This is an optimization exercise on Yosys and OpenROAD, whose aim is small area, a short achievable clock period and few clock cycles per item, not a production implementation. Where RTL was checked, it was by simulation tests only, not by an equivalence proof against the original.

==> flow/design.v (excerpt) <==
module vvdiv #(
    parameter int VECTOR_SIZE = 16,
    parameter int INT_SIZE    = 16
) (
    input  logic                                  clock,
    input  logic                                  resetn,
    input  logic                                  in_valid,
    output logic                                  in_ready,
    input  logic [VECTOR_SIZE-1:0][INT_SIZE-1:0]  a,
    input  logic [VECTOR_SIZE-1:0][INT_SIZE-1:0]  x,
    output logic                                  out_valid,
    input  logic                                  out_ready,
    output logic [VECTOR_SIZE-1:0][INT_SIZE-1:0]  q,
    output logic [VECTOR_SIZE-1:0][INT_SIZE-1:0]  r,
    output logic [VECTOR_SIZE-1:0]                dz
);
    localparam int ITERS      = 1;
    localparam int LOAD_ITERS = 3;
    localparam int STEPS      = (INT_SIZE - LOAD_ITERS) / ITERS;
    localparam int CW         = $clog2(STEPS + 1);
    logic          busy;
    logic [CW-1:0] cnt;
    logic [VECTOR_SIZE-1:0][INT_SIZE-1:0] xr, rm, qa;
    logic [VECTOR_SIZE-1:0] zr;
    logic idle;
    assign in_ready = idle;
    always_ff @(posedge clock or negedge resetn) begin
        if (!resetn) begin
            idle      <= 1'b1;
            busy      <= 1'b0;
  ...
For scale: about 790 flip-flops, about 47000 sq um of cells after synthesis.
export LEC_CHECK = 0
export ABC_AREA = 1
export CAP_MARGIN = 20
export CORE_MARGIN = 2
export CORE_UTILIZATION = 55
export SETUP_SLACK_MARGIN = 5.0
export SLEW_MARGIN = 20
create_clock -name core_clock -period 8.0 [get_ports {clock}]
standard.sh (not shown) runs the stock make flow with config.mk's settings and CLKGATE_MAP_FILE= SYNTH_SCRIPT=/design/flow/synth_recipe.tcl, a recipe that flattens the netlist after the stock synthesis.
==> flow/flow/run.sh <==
#!/bin/bash
# The standard layout, with plain buffers on the ports instead of the delay
# buffers buffer_ports picks by default. Every port still gets its own buffer.
set -euo pipefail
export ADDER_MAP_FILE=
export BUFFER_PORTS_ARGS="-buffer_cell sky130_fd_sc_hd__buf_1"
bash standard.sh > standard.log 2>&1
Testbench counts at the start, summed over its fixed seeds: cycles 3,840, items 256.
Next try:
- CORE_UTILIZATION: 55 -> 40
- PLACE_DENSITY: unset -> 0.75
Result: Core utilization came out lower by 17 points; flip-flop and latch count stays the same.
Next try:
- CORE_UTILIZATION: 40 -> 50
- PLACE_DENSITY: 0.75 -> unset
Outcome: Global-route usage is higher by 8.9 points; wire length goes up by a few percent; setup slack improved by 51 ps; critical path depth is unchanged; utilization increases by 11 points; clock skew is lower by 18 ps.
Next try:
- SETUP_SLACK_MARGIN: 5.0 -> 4.7
Utilization fell by 0.63 points. Via count fell by 0.31%. Clock skew rose by 3.7 ps. Fmax fell by 7.9%.

* * *

vvdiv again, from the RTL that the note above started with.
export LEC_CHECK = 0
export ABC_AREA = 1
export CAP_MARGIN = 20
export CORE_MARGIN = 2
export CORE_UTILIZATION = 50
export SETUP_SLACK_MARGIN = 4.85
export SLEW_MARGIN = 20
create_clock -name core_clock -period 8.0 [get_ports {clock}]
Scripts as last shown in full above: flow/flow/run.sh
Testbench counts at the start, summed over its fixed seeds: cycles 3,840, items 256.
Then changed:
==> flow/flow/run.sh (replaced) <==
#!/bin/bash
# The standard layout, with plain buffers on the ports instead of the delay
# buffers buffer_ports picks by default (every port still gets its own buffer),
# no adder cells in synthesis, and timing repair aimed below a 2.6 ns period.
set -euo pipefail
export ADDER_MAP_FILE=
export BUFFER_PORTS_ARGS="-buffer_cell sky130_fd_sc_hd__buf_1"
bash standard.sh SETUP_SLACK_MARGIN=5.4 finish > standard.log 2>&1
--- a/flow/config.mk
+++ b/flow/config.mk
@@ -11,3 +11,2 @@
 export CORE_UTILIZATION = 50
-export SETUP_SLACK_MARGIN = 4.85
 export SLEW_MARGIN = 20
Wire length goes up by about 6.6%; utilization goes up by 7.4 points; global-route usage goes up by 1.1 points; area after synthesis does not change; setup slack improved by 0.11 ns; die area is unchanged; cell area goes up by about 13%.
Then changed:
==> flow/flow/run.sh (replaced) <==
#!/bin/bash
# The standard layout, with plain buffers on the ports instead of the delay
# buffers buffer_ports picks by default. Every port still gets its own buffer.
set -euo pipefail
export ADDER_MAP_FILE=
export BUFFER_PORTS_ARGS="-buffer_cell sky130_fd_sc_hd__buf_1"
bash standard.sh > standard.log 2>&1
--- a/flow/config.mk
+++ b/flow/config.mk
@@ -11,2 +11,5 @@
 export CORE_UTILIZATION = 50
+export CTS_CLUSTER_DIAMETER = 100
+export CTS_CLUSTER_SIZE = 30
+export SETUP_SLACK_MARGIN = 5.0
 export SLEW_MARGIN = 20
The changed run ran to the end with no violations.
Global-route usage is lower by 1.7 points.
Routed wire length shrinks by a few percent.
Design area drops by roughly a tenth.
Sequential share of layout area goes up by 5.9 points.
Sequential cell count stays the same.
Area after synthesis stays the same.
Register-to-register slack got worse by 0.34 ns.
Worst setup slack is better by 0.031 ns.
Clock-buffer cell count fell by 67.
Then changed:
--- a/flow/config.mk
+++ b/flow/config.mk
@@ -10,5 +10,3 @@
 export CORE_MARGIN = 2
-export CORE_UTILIZATION = 50
-export CTS_CLUSTER_DIAMETER = 100
-export CTS_CLUSTER_SIZE = 30
+export CORE_UTILIZATION = 46
 export SETUP_SLACK_MARGIN = 5.0
Effect:
- The new run went through all stages and came out clean
- routed wire length came out lower by 1.7%
- fmax came out lower by 0.43%
- clock-buffer cell count came out higher by 66
- final cell count came out higher by 2.6%
- worst setup slack loses 0.013 ns
- register-to-register slack loses 0.13 ns
- via count came out lower by 0.30%
Then changed:
--- a/flow/flow/run.sh
+++ b/flow/flow/run.sh
@@ -4,3 +4,2 @@
 set -euo pipefail
-export ADDER_MAP_FILE=
 export BUFFER_PORTS_ARGS="-buffer_cell sky130_fd_sc_hd__buf_1"
--- a/flow/config.mk
+++ b/flow/config.mk
@@ -10,3 +10,3 @@
 export CORE_MARGIN = 2
-export CORE_UTILIZATION = 46
+export CORE_UTILIZATION = 40
 export SETUP_SLACK_MARGIN = 5.0
Outcome: Global-route usage is lower by 7.3 points. Wire length is higher by 5.5%. Clock-buffer cell count went up by 13.

* * *

Another version of the RTL of vvdiv (not shown whole).
For scale: roughly 770 flip-flops, roughly 1000 I/O pins.
// vvdiv
module vvdiv #(
    parameter int VECTOR_SIZE = 16,
    parameter int INT_SIZE    = 16
) (
    input  logic                                  clock,
    input  logic                                  resetn,
    input  logic                                  in_valid,
    output logic                                  in_ready,
    input  logic [VECTOR_SIZE-1:0][INT_SIZE-1:0]  a,
    input  logic [VECTOR_SIZE-1:0][INT_SIZE-1:0]  x,
    output logic                                  out_valid,
    input  logic                                  out_ready,
    output logic [VECTOR_SIZE-1:0][INT_SIZE-1:0]  q,
    output logic [VECTOR_SIZE-1:0][INT_SIZE-1:0]  r,
    output logic [VECTOR_SIZE-1:0]                dz
);
make LEC_CHECK=0 CAP_MARGIN=20 CORE_MARGIN=2 CORE_UTILIZATION=40 SETUP_SLACK_MARGIN=4.0 SLEW_MARGIN=20 finish   # period 8.0 ns
run.sh (not shown) runs the stock make flow with config.mk's settings and CLKGATE_MAP_FILE= SYNTH_SCRIPT=/design/flow/synth_recipe.tcl, a recipe that flattens the netlist after the stock synthesis.
Stock flow here: none of the scripts above is used.
The starting point went through all stages and came out clean.
==> next run, changes <==
- SETUP_SLACK_MARGIN: 4.0 -> default
Outcome:
- The new run finished with timing, DRC and antenna clean
- cell count fell by 5.5%
- area after synthesis stays the same
- worst setup slack loses 1.6 ns
- global-route usage fell by 2.0 points
- clock-buffer cell count rose by 4
Function was not checked in any run of this note: the RTL went through the layout flow alone.

* * *

lane 1:
vvdiv, a different RTL version from the one above (not shown whole).
Size: ~790 flip-flops, about 78000 µm² of cells after synthesis.
export LEC_CHECK = 0
export CAP_MARGIN = 20
export CORE_MARGIN = 2
export CORE_UTILIZATION = 55
export SETUP_SLACK_MARGIN = 5.0
export SLEW_MARGIN = 20
create_clock -name core_clock -period 8.0 [get_ports {clock}]
standard.sh (not shown) runs the stock make flow with config.mk's settings and CLKGATE_MAP_FILE= SYNTH_SCRIPT=/design/flow/synth_recipe.tcl, a recipe that flattens the netlist after the stock synthesis.
==> flow/flow/run.sh <==
#!/bin/bash
# The standard layout, with plain buffers on the ports instead of the delay
# buffers buffer_ports picks by default. Every port still gets its own buffer.
set -euo pipefail
export BUFFER_PORTS_ARGS="-buffer_cell sky130_fd_sc_hd__buf_1"
bash standard.sh > standard.log 2>&1
Testbench counts of lane 1, summed over its fixed seeds: cycles 2,056, items 256.
Input-level comparison between lane 2 and lane 1:
# lane 1
export LEC_CHECK = 0
export CAP_MARGIN = 20
export CORE_MARGIN = 2
export CORE_UTILIZATION = 55
export SETUP_SLACK_MARGIN = 5.0
export SLEW_MARGIN = 20
create_clock -name core_clock -period 8.0 [get_ports {clock}]
# lane 2
export LEC_CHECK = 0
export CAP_MARGIN = 20
export CORE_MARGIN = 2
export CORE_UTILIZATION = 60
export SETUP_SLACK_MARGIN = 4.5
export SLEW_MARGIN = 20
create_clock -name core_clock -period 8.0 [get_ports {clock}]
==> summary.txt <==
Going from lane 1 to lane 2, standard cell core area fell 12000 µm², clock-buffer cell count rose 5, multi-input gate count about even, non-clock buffer count fell 656.
Setup changes, lane 2 to lane 3
# lane 2
export LEC_CHECK = 0
export CAP_MARGIN = 20
export CORE_MARGIN = 2
export CORE_UTILIZATION = 60
export SETUP_SLACK_MARGIN = 4.5
export SLEW_MARGIN = 20
create_clock -name core_clock -period 8.0 [get_ports {clock}]
# lane 3
export LEC_CHECK = 0
export CAP_MARGIN = 20
export CORE_MARGIN = 2
export CORE_UTILIZATION = 40
export SETUP_SLACK_MARGIN = 4.5
export SLEW_MARGIN = 20
create_clock -name core_clock -period 8.0 [get_ports {clock}]
### Flow results
Lane 2 | status: complete | timing, DRC, antenna: pass
In summary, lane 3 completed successfully, with a layout that passed the timing, design-rule and antenna checks.
Detailed-route via count of lane 3 falls short of that of lane 2 by a few percent.
Lane 3 against lane 2: synthesized area barely changed; flip-flop and latch share of the layout cell area barely changed; cell depth of the worst flop-to-flop path climbed 1.

* * *

## oak
The RTL this note starts from:
==> flow/design.v <==
module vvdiv #(
    parameter int VECTOR_SIZE = 16,
    parameter int INT_SIZE    = 16
) (
    input  logic                                  clock,
    input  logic                                  resetn,
    input  logic                                  in_valid,
    output logic                                  in_ready,
    input  logic [VECTOR_SIZE-1:0][INT_SIZE-1:0]  a,
    input  logic [VECTOR_SIZE-1:0][INT_SIZE-1:0]  x,
    output logic                                  out_valid,
    input  logic                                  out_ready,
    output logic [VECTOR_SIZE-1:0][INT_SIZE-1:0]  q,
    output logic [VECTOR_SIZE-1:0][INT_SIZE-1:0]  r,
    output logic [VECTOR_SIZE-1:0]                dz
);
    localparam int ITERS      = 1;
    localparam int LOAD_ITERS = 2;
    localparam int STEPS      = (INT_SIZE - LOAD_ITERS) / ITERS;
    localparam int CW         = $clog2(STEPS + 1);
    logic          busy;
    logic [CW-1:0] cnt;
    logic [VECTOR_SIZE-1:0][INT_SIZE-1:0] xr, rm, qa;
    logic [VECTOR_SIZE-1:0] zr;
    logic idle;
    assign in_ready = idle;
    always_ff @(posedge clock or negedge resetn) begin
        if (!resetn) begin
            idle      <= 1'b1;
            busy      <= 1'b0;
            cnt       <= '0;
            out_valid <= 1'b0;
        end else if (busy) begin
            cnt <= cnt - 1'b1;
            if (cnt == CW'(1)) begin
                busy      <= 1'b0;
                out_valid <= 1'b1;
            end
        end else if (out_valid) begin
            if (out_ready) begin
                out_valid <= 1'b0;
                idle      <= 1'b1;
            end
        end else if (in_valid) begin
            idle <= 1'b0;
            busy <= 1'b1;
            cnt  <= CW'(STEPS);
        end
    end
    task automatic step(input logic [INT_SIZE-1:0] rv, input logic b,
                        input logic [INT_SIZE-1:0] xv,
                        output logic ge, output logic [INT_SIZE-1:0] rn);
        logic [INT_SIZE-1:0] t, g, p, c;
        t = {rv[INT_SIZE-2:0], b};
        g = t & ~xv;
        p = t | ~xv;
        g[0] = t[0] | ~xv[0];
        for (int l = 0; (1 << l) < INT_SIZE; l++) begin
            for (int j = 0; j < INT_SIZE; j++) begin
                if ((j >> l) & 1) begin
                    g[j] = g[j] | (p[j] & g[((j >> l) << l) - 1]);
                    p[j] = p[j] & p[((j >> l) << l) - 1];
                end
            end
        end
        c  = {g[INT_SIZE-2:0], 1'b1};
        ge = rv[INT_SIZE-1] | g[INT_SIZE-1];
        rn = ge ? (t ^ ~xv ^ c) : t;
    endtask
    for (genvar i = 0; i < VECTOR_SIZE; i++) begin : g_lane
        logic [INT_SIZE-1:0] rem_ld, qa_ld, rem_it, qa_it;
        always_comb begin
            logic [LOAD_ITERS-1:0] top, xs, qs, rs;
            top = a[i][INT_SIZE-1 -: LOAD_ITERS];
            xs  = x[i][LOAD_ITERS-1:0];
            qs  = xs == '0 ? '1 : top / xs;
            rs  = xs == '0 ? top : top % xs;
            if ((x[i] >> LOAD_ITERS) != '0) begin
                qs = '0;
                rs = top;
            end
            rem_ld = INT_SIZE'(rs);
            qa_ld  = {a[i][INT_SIZE-LOAD_ITERS-1:0], qs};
            rem_it = rm[i];
            qa_it  = qa[i];
            for (int k = 0; k < ITERS; k++) begin
                logic ge;
                step(rem_it, qa_it[INT_SIZE-1], xr[i], ge, rem_it);
                qa_it = {qa_it[INT_SIZE-2:0], ge};
            end
        end
        always_ff @(posedge clock) begin
            if (busy) begin
                rm[i] <= rem_it;
                qa[i] <= qa_it;
            end else if (idle) begin
                xr[i] <= x[i];
                zr[i] <= x[i] == '0;
                rm[i] <= rem_ld;
                qa[i] <= qa_ld;
            end
        end
        assign q[i]  = qa[i];
        assign r[i]  = rm[i];
        assign dz[i] = zr[i];
    end
endmodule
export LEC_CHECK = 0
export ABC_AREA = 1
export CAP_MARGIN = 20
export CORE_MARGIN = 2
export CORE_UTILIZATION = 60
export CTS_CLUSTER_DIAMETER = 100
export CTS_CLUSTER_SIZE = 30
export SETUP_SLACK_MARGIN = 5.0
export SLEW_MARGIN = 20
create_clock -name core_clock -period 8.0 [get_ports {clock}]
==> flow/flow/run.sh <==
#!/bin/bash
# The standard layout, with plain buffers on the ports instead of the delay
# buffers buffer_ports picks by default. Every port still gets its own buffer.
set -euo pipefail
export ADDER_MAP_FILE=
export BUFFER_PORTS_ARGS="-buffer_cell sky130_fd_sc_hd__buf_1"
bash standard.sh > standard.log 2>&1
oak got as far as I/O pin placement (3_2_place_iop), where a tool error ended the run.
Testbench counts of oak, summed over its fixed seeds: cycles 4,096, items 256.
#### Input delta (pine over oak)
- clearing CTS_CLUSTER_DIAMETER, which used to be 100
- clearing CTS_CLUSTER_SIZE, which used to be 30
[summary]
pine terminated abnormally: I/O pin placement (3_2_place_iop) reported PPL-0024.
As far as mean instance size in the synthesized netlist goes, oak and pine are indistinguishable; the numbers are identical.
Looking at oak and pine, the horizontal die dimension is a wash.
The complex-gate fraction of the synthesized area of pine and that of oak are within noise of each other.
Diff oak..pine | unique cell type count in the Yosys netlist | unchanged
Going from oak to pine, simple-gate share of the synthesized area was more or less identical; area after synthesis was more or less identical; synthesized instance count was more or less identical.
> inputs changed (pine -> birch)
- swapping 60 for 40 in CORE_UTILIZATION
[summary]
No stage failed in birch, and the final checks on the layout all came back clean. birch against pine; die height is up by more than 10%. Summary of birch over pine: synthesized instance count level, cell area after synthesis level, number of placement rows moved up.

* * *

JK:
vvdiv with an RTL version that a note above also has.
Size: roughly 790 flip-flops, ~1000 I/O pins.
## vvdiv
module vvdiv #(
    parameter int VECTOR_SIZE = 16,
    parameter int INT_SIZE    = 16
) (
    input  logic                                  clock,
    input  logic                                  resetn,
    input  logic                                  in_valid,
    output logic                                  in_ready,
    input  logic [VECTOR_SIZE-1:0][INT_SIZE-1:0]  a,
    input  logic [VECTOR_SIZE-1:0][INT_SIZE-1:0]  x,
    output logic                                  out_valid,
    input  logic                                  out_ready,
    output logic [VECTOR_SIZE-1:0][INT_SIZE-1:0]  q,
    output logic [VECTOR_SIZE-1:0][INT_SIZE-1:0]  r,
    output logic [VECTOR_SIZE-1:0]                dz
);
clock: 8.0 ns
lec_check: 0
abc_area: 1
cap_margin: 20
core_margin: 2
core_utilization: 40
cts_cluster_diameter: 50
cts_cluster_size: 16
setup_slack_margin: 5.0
slew_margin: 20
Scripts as last shown in full above: flow/flow/run.sh
Testbench counts of JK, summed over its fixed seeds: cycles 3,840, items 256.
Changes in MS relative to JK:
- changing CTS_CLUSTER_SIZE from 16 to 20
- changing CTS_CLUSTER_DIAMETER from 50 to 60
## What came out
Every stage of the flow completed for MS, and the final layout passed the timing, design-rule and antenna checks.
JK went all the way through synthesis, placement and routing and the layout is clean on timing, DRC and antenna.
| count of clock-buffer cells in the layout | MS vs JK | 26 lower |
Comparing share of the core filled with cells for JK and MS, the smaller number came from MS.
Modified inputs, AL compared to MS
- removing CTS_CLUSTER_SIZE (formerly 20)
- setting PLACE_DENSITY to 0.45 for the first time
- removing CTS_CLUSTER_DIAMETER (formerly 60)
Delay of the slowest critical-path stage is higher on MS. Relative area change from synthesis to final layout: AL vs MS down 1.1 points. Looking at overall global routing resource usage, AL sits 2.4 points higher than MS does. Compared with MS, in AL number of buffers added for setup after CTS now smaller, number of antenna repair diodes now smaller, wire length after detailed routing now larger, synthesized area comparable. When AL is set beside MS, its routed via count turns out to be 453 smaller.
What TR does differently from AL at the input level:
- PLACE_DENSITY removed (was 0.45)
Results
In TR, the length of routed met3 wiring came out 4.2% below the value in AL. Summary — initial antenna violation count, TR relative to AL: lower, by 9. Diff AL -> TR: non-clock buffer count +6; final setup skew ~0 delta; number of unique standard cell types used by synthesis ~0 delta; hold slack ~0 delta. Diff AL -> TR | global-route usage | decrease of 2.5 points.
Inputs modified between TR and PW:
- CTS_BUF_LIST newly set to sky130_fd_sc_hd__clkbuf_4
==> summary.txt <==
No run among TR and PW stopped early or left any final violation; all are clean. Going from TR to PW, via count grew by a few percent. Going from TR to PW, final layout net count grew by a little under 10%. In the flow results for TR and PW, the worst setup slack is larger on TR. In the metrics for TR and PW, the one carrying the higher design area is PW. Type of the most critical hold path = reg -> reg: TR; type of the most critical hold path = in -> async: PW. The part of the cycle the worst path needs in PW was higher than what TR gave.

re-timing with driven ports:
Ports are ideal in the flow. The routed layouts listed here were re-timed in OpenROAD.
Step 1 (the two cells are an assumption about what drives the block):
set clk [get_ports {clock}]
set_driving_cell -lib_cell sky130_fd_sc_hd__clkbuf_16 $clk
set_driving_cell -lib_cell sky130_fd_sc_hd__buf_2 [delete_from_list [all_inputs] $clk]
Step 2 also shifts input and output timing later by t, the mid clock arrival at the registers, as if the neighbouring blocks saw the same clock.
Slacks: ideal / step 1 / step 2; pairs: ideal / step 1.
run	t (ns)	slack for setup (ns)	worst hold slack (ns)
the first run of note 1	0.748	4.923 / 4.848 / 4.353	0.490 / 0.490 / 0.490
the second run of note 1	0.771	4.938 / 4.860 / 4.416	0.477 / 0.477 / 0.477
the third run of note 1	0.764	4.988 / 4.908 / 4.318	0.477 / 0.477 / 0.477
the fourth run of note 1	0.764	4.729 / 4.651 / 4.322	0.476 / 0.476 / 0.476
the first run of note 2	0.766	4.870 / 4.788 / 4.305	0.477 / 0.477 / 0.477
the second run of note 2	0.770	4.977 / 4.895 / 4.609	0.484 / 0.484 / 0.484
the third run of note 2	0.686	5.007 / 4.932 / 4.458	0.488 / 0.488 / 0.488
the fourth run of note 2	0.740	4.994 / 4.924 / 4.339	0.480 / 0.480 / 0.480
the fifth run of note 2	0.770	4.469 / 4.505 / 3.735	0.492 / 0.492 / 0.492
the first run of note 3	0.782	2.461 / 2.461 / 2.461	0.500 / 0.500 / 0.500
the second run of note 3	0.779	0.841 / 0.841 / 0.841	0.503 / 0.503 / 0.503
lane 1	0.827	4.248 / 4.225 / 3.977	0.508 / 0.508 / 0.508
lane 2	0.818	4.276 / 4.253 / 3.773	0.503 / 0.503 / 0.503
lane 3	0.845	4.234 / 4.219 / 3.782	0.502 / 0.502 / 0.502
birch	0.728	4.975 / 4.900 / 4.476	0.467 / 0.467 / 0.467
JK	0.797	4.898 / 4.820 / 4.388	0.477 / 0.477 / 0.477
MS	0.784	4.920 / 4.841 / 4.347	0.479 / 0.479 / 0.479
AL	0.763	4.952 / 4.869 / 4.474	0.481 / 0.481 / 0.481
TR	0.764	4.955 / 4.876 / 4.409	0.478 / 0.478 / 0.478
PW	1.268	4.425 / 4.354 / 4.328	0.364 / 0.448 / 0.478
After both steps setup and hold are still met in every run listed. For the fifth run of note 2, which loses most, drivers alone change the setup slack by +0.036 ns; drivers and shift together by -0.734 ns.
